Source: an optimization exercise on an open RTL-to-GDS flow (aim: small area). Production flows keep margins and buffers that such runs may drop.
Only the layout flow was run in this run; the RTL was not checked for function there.
No activity file was given, so power comes from the tool's default toggle rates.

--- design.v ---
module reorder_buffer (
	input  logic                                  clock,
	input  logic                                  reset,
	input  logic [3-1:0]               dispatch_valid,
	input  logic [3*$clog2(32)-1:0]            dispatch_dest,
	input  logic [3*32-1:0]         dispatch_npc,
	output logic [$clog2(3+1)-1:0]                         dispatch_num,
	output logic [3*$clog2(8)-1:0]            dispatch_tag,
	input  logic [3-1:0]               cdb_valid,
	input  logic [3*$clog2(8)-1:0]            cdb_rob_tag,
	input  logic [3*32-1:0]         cdb_value,
	input  logic [3-1:0]               cdb_halt,
	output logic [3-1:0]               retire_valid,
	output logic [3*$clog2(32)-1:0]            retire_dest_reg,
	output logic [3*32-1:0]         retire_value,
	output logic [3*32-1:0]         retire_npc,
	output logic [3-1:0]               retire_halt
);
	localparam int TW = $clog2(8);
	localparam int RW = $clog2(32);
	localparam int CW = $clog2(3+1);
	localparam int OW = TW + 1;
	logic [TW-1:0] head;
	logic [TW-1:0] tail;
	logic [OW-1:0] count;
	logic stopped;
	logic [8-1:0] done_q;
	logic [8-1:0] halt_q;
	logic [RW-1:0]        dest_q [8];
	logic [32-1:0]     npc_q [8];
	logic [32-1:0]     value_q [8];
	logic [CW-1:0]            req_num;
	logic [OW-1:0]            free_num;
	logic [3-1:0]  alloc_en;
	logic [TW-1:0]            alloc_tag [3];
	logic [TW-1:0]            ret_idx [3];
	logic [CW-1:0]            retire_num;
	logic                     retire_go;
	logic                     halt_retire;
	always_comb begin
		req_num = '0;
		for (int i = 0; i < 3; i++) begin
			if (dispatch_valid[i])
				req_num = req_num + CW'(1);
		end
		free_num = OW'(8) - count;
		if (OW'(req_num) < free_num)
			dispatch_num = req_num;
		else
			dispatch_num = CW'(free_num);
		for (int i = 0; i < 3; i++) begin
			alloc_tag[i]            = tail + TW'(i);
			dispatch_tag[i*TW +: TW] = alloc_tag[i];
			alloc_en[i]             = i < int'(dispatch_num);
		end
	end
	always_comb begin
		retire_num  = '0;
		halt_retire = 1'b0;
		retire_go   = !stopped;
		for (int i = 0; i < 3; i++) begin
			ret_idx[i] = head + TW'(i);
			retire_go = retire_go && (i < int'(count)) && done_q[ret_idx[i]];
			retire_valid[i]               = retire_go;
			retire_dest_reg[i*RW +: RW]   = dest_q[ret_idx[i]];
			retire_value[i*32 +: 32] = value_q[ret_idx[i]];
			retire_npc[i*32 +: 32]   = npc_q[ret_idx[i]];
			retire_halt[i]                = halt_q[ret_idx[i]];
			if (retire_go) begin
				retire_num = retire_num + CW'(1);
				if (halt_q[ret_idx[i]]) begin
					halt_retire = 1'b1;
					retire_go   = 1'b0;
				end
			end
		end
	end
	always_ff @(posedge clock) begin
		if (reset) begin
			head    <= '0;
			tail    <= '0;
			count   <= '0;
			stopped <= 1'b0;
			done_q  <= '0;
		end else begin
			head  <= head + TW'(retire_num);
			tail  <= tail + TW'(dispatch_num);
			count <= count + OW'(dispatch_num) - OW'(retire_num);
			if (halt_retire)
				stopped <= 1'b1;
			for (int i = 0; i < 3; i++) begin
				if (alloc_en[i])
					done_q[alloc_tag[i]] <= 1'b0;
			end
			for (int i = 0; i < 3; i++) begin
				if (cdb_valid[i])
					done_q[cdb_rob_tag[i*TW +: TW]] <= 1'b1;
			end
		end
	end
	always_ff @(posedge clock) begin
		for (int i = 0; i < 3; i++) begin
			if (alloc_en[i]) begin
				dest_q[alloc_tag[i]] <= dispatch_dest[i*RW +: RW];
				npc_q[alloc_tag[i]]  <= dispatch_npc[i*32 +: 32];
			end
			if (cdb_valid[i]) begin
				value_q[cdb_rob_tag[i*TW +: TW]] <= cdb_value[i*32 +: 32];
				halt_q[cdb_rob_tag[i*TW +: TW]]  <= cdb_halt[i];
			end
		end
	end
endmodule
module retire_stage (
	input  logic                                   clock,
	input  logic                                   reset,
	input  logic [3-1:0]                retire_valid,
	input  logic [3*$clog2(32)-1:0] retire_dest_reg,
	input  logic [3*32-1:0]          retire_value,
	input  logic [3*32-1:0]          retire_npc,
	input  logic [3-1:0]                retire_halt,
	output logic [3-1:0]                commit_wr_en,
	output logic [3*$clog2(32)-1:0] commit_wr_idx,
	output logic [3*32-1:0]          commit_wr_data,
	output logic [3*32-1:0]          commit_npc,
	output logic [3-1:0]                commit_valid,
	output logic                                   error_status
);
	localparam int RW = $clog2(32);
	localparam logic NO_ERROR      = 1'b0;
	localparam logic HALTED_ON_WFI = 1'b1;
	logic [3-1:0] wr_en_next;
	logic                    halt_seen;
	always_comb begin
		for (int i = 0; i < 3; i++) begin
			wr_en_next[i] = retire_valid[i] && (retire_dest_reg[i*RW +: RW] != RW'(0));
			for (int j = i + 1; j < 3; j++) begin
				if (retire_valid[j] && (retire_dest_reg[j*RW +: RW] == retire_dest_reg[i*RW +: RW]))
					wr_en_next[i] = 1'b0;
			end
		end
		halt_seen = |(retire_valid & retire_halt);
	end
	always_ff @(posedge clock) begin
		if (reset) begin
			commit_wr_en <= '0;
			commit_valid <= '0;
			error_status <= NO_ERROR;
		end else begin
			commit_wr_en <= wr_en_next;
			commit_valid <= retire_valid;
			if (halt_seen)
				error_status <= HALTED_ON_WFI;
		end
	end
	always_ff @(posedge clock) begin
		commit_wr_idx  <= retire_dest_reg;
		commit_wr_data <= retire_value;
		commit_npc     <= retire_npc;
	end
endmodule
module commit_top (
	input  logic                                       clock,
	input  logic                                       reset,
	input  logic [3-1:0]                    dispatch_valid,
	input  logic [3*$clog2(32)-1:0] dispatch_dest,
	input  logic [3*32-1:0]              dispatch_npc,
	output logic [$clog2(3+1)-1:0]          dispatch_num,
	output logic [3*$clog2(8)-1:0]  dispatch_tag,
	input  logic [3-1:0]                    complete_valid,
	input  logic [3*$clog2(8)-1:0]  complete_tag,
	input  logic [3*32-1:0]              complete_value,
	input  logic [3-1:0]                    complete_halt,
	output logic [3-1:0]                    commit_wr_en,
	output logic [3*$clog2(32)-1:0] commit_wr_idx,
	output logic [3*32-1:0]              commit_wr_data,
	output logic [3*32-1:0]              commit_npc,
	output logic [3-1:0]                    commit_valid,
	output logic                                       error_status
);
	logic [3-1:0]                    rt_valid;
	logic [3*$clog2(32)-1:0] rt_dest_reg;
	logic [3*32-1:0]              rt_value;
	logic [3*32-1:0]              rt_npc;
	logic [3-1:0]                    rt_halt;
	reorder_buffer i_reorder_buffer (
		.clock           (clock),
		.reset           (reset),
		.dispatch_valid  (dispatch_valid),
		.dispatch_dest   (dispatch_dest),
		.dispatch_npc    (dispatch_npc),
		.dispatch_num    (dispatch_num),
		.dispatch_tag    (dispatch_tag),
		.cdb_valid       (complete_valid),
		.cdb_rob_tag     (complete_tag),
		.cdb_value       (complete_value),
		.cdb_halt        (complete_halt),
		.retire_valid    (rt_valid),
		.retire_dest_reg (rt_dest_reg),
		.retire_value    (rt_value),
		.retire_npc      (rt_npc),
		.retire_halt     (rt_halt)
	);
	retire_stage i_retire_stage (
		.clock           (clock),
		.reset           (reset),
		.retire_valid    (rt_valid),
		.retire_dest_reg (rt_dest_reg),
		.retire_value    (rt_value),
		.retire_npc      (rt_npc),
		.retire_halt     (rt_halt),
		.commit_wr_en    (commit_wr_en),
		.commit_wr_idx   (commit_wr_idx),
		.commit_wr_data  (commit_wr_data),
		.commit_npc      (commit_npc),
		.commit_valid    (commit_valid),
		.error_status    (error_status)
	);
endmodule
--- run.sh ---
#!/bin/bash
# synth_recipe.tcl (not shown) runs the flow's synth.tcl, then flattens the netlist and writes it again
# the make line also repeats each setting of config.mk as NAME=value (left out here)
make -C /OpenROAD-flow-scripts/flow DESIGN_CONFIG=/design/flow/config.mk WORK_HOME=/design/flow/orfs CLKGATE_MAP_FILE= SYNTH_SCRIPT=/design/flow/synth_recipe.tcl finish
--- config.mk ---
export PLATFORM = sky130hd
export DESIGN_NAME = commit_top
export DESIGN_NICKNAME = commit_top
export VERILOG_FILES = /design/flow/design.v
export SDC_FILE = /design/flow/constraint.sdc
export NUM_CORES = 4
export LEC_CHECK = 0
export CAP_MARGIN = 20
export CORE_MARGIN = 2
export CORE_UTILIZATION = 40
export SLEW_MARGIN = 20
--- constraint.sdc ---
create_clock -name core_clock -period 8.0 [get_ports {clock}]
set_input_delay 1.6000 -clock core_clock [delete_from_list [all_inputs] [get_ports {clock}]]
set_output_delay 1.6000 -clock core_clock [all_outputs]
set_load 0.01 [all_outputs]
==> metrics.md <==
| Metric | Value |
|---|---|
| PwrDens | `307 nW/um2` |
| Largest net degree at the start of global routing | `202` |
| Via count | `34800` |
| Worst R2R Start | `i_reorder_buffer.head[0]` |
| Clock Pin Slew Worst Setup and Hold Paths | `0.06 ns` |
| Area growth syn-to-layout | `17.0%` |
| WL final | `156 mm` |
| Vias in the first global route | `between 30000 and 40000` |
| Vias per Instance | `between 5 and 6` |
| Slew headroom | `approximately a fifth` |
| Pre-antenna DRT Iters | `8` |
| Switch share | `approximately a third` |
| Commonest non-fill, non-tap cells in the layout | `mux2i_1 (637), edfxtp_1 (552), nand2_1 (484)` |
| Filler Cell Count | `roughly 10000` |
| Min-Delay Endpoint | `i_retire_stage.error_status` |
| Post-synthesis register bit count | `~790` |
| TritonCTS clock tree | `yes` |
| Worst vdd ir | `0.000290 V` |
| RSZ-0062 raised after global routing | `no` |
| P_int | `between 10 and 15 mW` |
| Final hold viol count | `0` |
| # setup viols final | `0` |
| Post-synth EDFFs | `~550` |
| Root Driver | `clkbuf_16` |
| Post-CTS setup buffer count | `0` |
| Setup CP Type | `input pin to output port` |
| Initial antenna violation count | `44` |
| Pleak | `roughly 18 nW` |
| Syn Nets | `4571` |
| Routability congestion estimate | `roughly 0.85` |
| Outcome | `timing/DRC/antenna clean` |
| Register area share after synthesis | `45.8%` |
| Quantity of hold-fixing buffers added after cts | `0` |
| Worst EP required | `between 6 and 7 ns` |
| Residual DRC count | `0` |
| Clock power share | `26.4%` |
| Initial drt markers | `between 3000 and 4000` |
| Setup TNS | `0 ns` |
| Ports | `452` |
| Ys async rst share | `0%` |
| Port Buffer Count | `451` |
| Die X | `between 300 and 400 um` |
| Slew @ Worst Pin | `1.21 ns` |
| Chip height | `between 300 and 400 um` |
| Synthesis Warnings | `4` |
| Startpoint Class | `input pin` |
| Placeable Area | `116000 um2` |
| PostCTS Resize Cnt | `0` |
| Reg2reg path depth | `9` |
| Highest clock rate | `163 MHz` |
| Initial Util | `around 40%` |
| Main flop type after synthesis | `edfxtp_1` |
| Tot Pwr | `16.8 mW` |
| Mapped Area | `46700 um2` |
| Clock sinks | `793` |
| CP arrival | `4.55 ns` |
| Max Cap Viol | `0` |
| Reg-to-reg endpoint | `i_retire_stage.commit_wr_en[0]` |
| Hold Crit Depth | `2` |
| Part of the power in combinational logic | `35.1%` |
| Most common cell after layout, fill and taps aside | `mux2i_1` |
| Wire length of the first global-routing pass | `around 230 mm` |
| Die area | `119000 um2` |
| Period utilization | `76.9%` |
| Worst setup EP type | `output port` |
| Final Max Slew Viols | `0` |
| Sequential fraction of design power | `between 30 and 40%` |
| Max Buffers Root-to-Sink | `3` |
| Distinct cells, synth | `62` |
| Maximum fanout along the worst path | `21` |
| R2R setup slack | `3.15 ns` |
| Tot GR Track Use | `25.5%` |
| HP Class | `flip-flop to flip-flop` |
| # nets final | `4649` |
| Switching power | `5.78 mW` |
| Min Hold Slack | `0.518 ns` |
| Clk latency of the worst-skew pair | `0.71 ns` |
| GRT overflow | `0` |
| Num rows | `125` |
| Layout Skew | `roughly 0.045 ns` |
| Htree depth | `3` |
| Crit path time final | `~6.2 ns` |
| HPWL after detailed placement | `between 90 and 100 mm` |
| Antenna-violating nets left | `0` |
| Hold Startpoint | `i_retire_stage.error_status` |
| Layout cells sized above 1 | `between 15 and 20%` |
| WL/cell | `26.1 um` |
| TritonCTS buffer count | `95` |
| Mapped Avg Cell Area | `10.9 um2` |
| Cells after synthesis | `4300` |
-- metrics by stage --
stage                     instance area (um2)  instances  utilization (%)  worst slack [ns]
after floorplan                         46700       4300                -              2.93
after global placement                  51400       5805             44.3              1.83
after detailed placement                51400       5805             44.3              1.85
after CTS                               54600       5985             47.0              1.84
after global routing                    54600       5992             47.1              1.70
final                                   54600       6003             47.1              1.85
-- routing by layer --
| metal | up-vias | part of all wire [%] | global-route usage, % |
|---|---|---|---|
| met5 | - | 0.25 | 0 |
| met4 | 60 | 3.1 | 8.72 |
| met3 | 342 | 9.0 | 6.00 |
| met2 | 1580 | 48 | 42.3 |
| met1 | 17000 | 40 | 32.7 |
| li1 | 15800 | - | - |
-- worst max-delay path by stage --
stage | end | start | slack [ns]
2_1_floorplan | i_reorder_buffer.dest_q[3][0] | dispatch_valid[0] | 2.93
3_3_place_gp | dispatch_num[1] | dispatch_valid[0] | 1.83
3_5_place_dp | dispatch_num[1] | dispatch_valid[0] | 1.85
4_1_cts | dispatch_num[1] | dispatch_valid[0] | 1.84
5_1_grt | dispatch_num[1] | dispatch_valid[0] | 1.70
6_report | dispatch_num[1] | dispatch_valid[0] | 1.85
-- power groups by stage --
stage	Clock (mW)	Sequential, mW	Combinational, mW
4_1_cts	4.50	6.48	5.90
5_1_grt	4.67	6.59	6.26
6_report	4.43	6.48	5.89
2_1_floorplan	0	6.51	3.39
3_3_place_gp	0	6.54	5.81
3_5_place_dp	0	6.55	5.87
-- worst max-delay path, cell delays in order --
cell and delay [ns]:
clkdlybuf4s50_1 0.51, inv_1 0.07, ha_1 0.19, a21oi_1 0.15, ha_1 0.24, or2_2 0.31
a31o_1 0.24, nand2_1 0.56, clkdlybuf4s50_1 0.67
-- cells by family (layout without fill, tap and decap cells) --
family,after synthesis,count (layout),synth area share [%]
multiplexers,1059,1059,29.0
adder cells (fa/ha/maj),44,44,1.24
AO/OA/AOI/OAI,848,848,9.48
AND/OR/NAND/NOR,949,949,8.30
other,0,18,0
XOR/XNOR,31,31,0.614
flip-flops,793,793,45.8
buffers and inverters,576,737,5.49
-- synth_stat cells, types with 7 or more instances --
cell type | count | area [um2]
mux2_2 | 206 | 2320
buf_1 | 69 | 259
clkbuf_1 | 275 | 1030
o21ai_0 | 356 | 1780
nand2b_1 | 7 | 43.8
xnor2_1 | 23 | 201
o211ai_1 | 7 | 52.6
nor3b_1 | 8 | 60.1
mux2i_1 | 637 | 6380
inv_1 | 42 | 158
mux4_2 | 216 | 4860
nor2_1 | 346 | 1300
nor3_1 | 16 | 80.1
buf_4 | 11 | 82.6
ha_1 | 40 | 500
dfxtp_1 | 241 | 4820
nand4_1 | 13 | 81.3
buf_2 | 161 | 806
buf_6 | 11 | 124
a21oi_1 | 334 | 1670
nand2_1 | 489 | 1840
edfxtp_1 | 552 | 16600
nand3_1 | 25 | 125
nor2b_1 | 8 | 50.1
o21ai_1 | 104 | 521
-- flip-flops by register name, summed over array words and instances (netlist names), 4 cells and up --
register and flops:
i_retire_stage.commit_npc 96, i_reorder_buffer.count 4, i_retire_stage.commit_wr_data 96, i_reorder_buffer.done_q 8, i_reorder_buffer.npc_q 256, i_reorder_buffer.halt_q 8, i_reorder_buffer.value_q 256, i_reorder_buffer.dest_q 40
i_retire_stage.commit_wr_idx 15
-- layout make-up --
class	instances	area, um2	share of cell area, %
multi-input cells	2931	22900	41.9
flip-flops and latches	793	21400	39.2
repair buffers	514	5010	9.17
clock buffers	136	2850	5.21
well taps	1524	1910	3.49
clock inverters	44	375	0.687
inverters	43	169	0.309
diodes	18	45.0	0.0824

[re-timing with driven ports]
The flow's constraints put no driver on any port. The routed layout listed below was extracted and timed again, unchanged, in two steps.
Step 1 (the two cells are an assumption about what drives the block):
set clk [get_ports {clock}]
set_driving_cell -lib_cell sky130_fd_sc_hd__clkbuf_16 $clk
set_driving_cell -lib_cell sky130_fd_sc_hd__buf_2 [delete_from_list [all_inputs] $clk]
Step 2 also shifts input and output timing later by t, the mid clock arrival at the registers, as if the neighbouring blocks saw the same clock.
a / b / c = no drivers / after step 1 / after step 2; a / b = the first two.
t (ns): 0.757
setup WS [ns]: 1.849 / 1.827 / 1.827
hold WS [ns]: 0.518 / 0.518 / 0.518
worst setup path at the end: input to output
After both steps setup and hold are still met in this run. For this run, drivers alone change the setup slack by -0.022 ns; drivers and shift together by -0.022 ns.
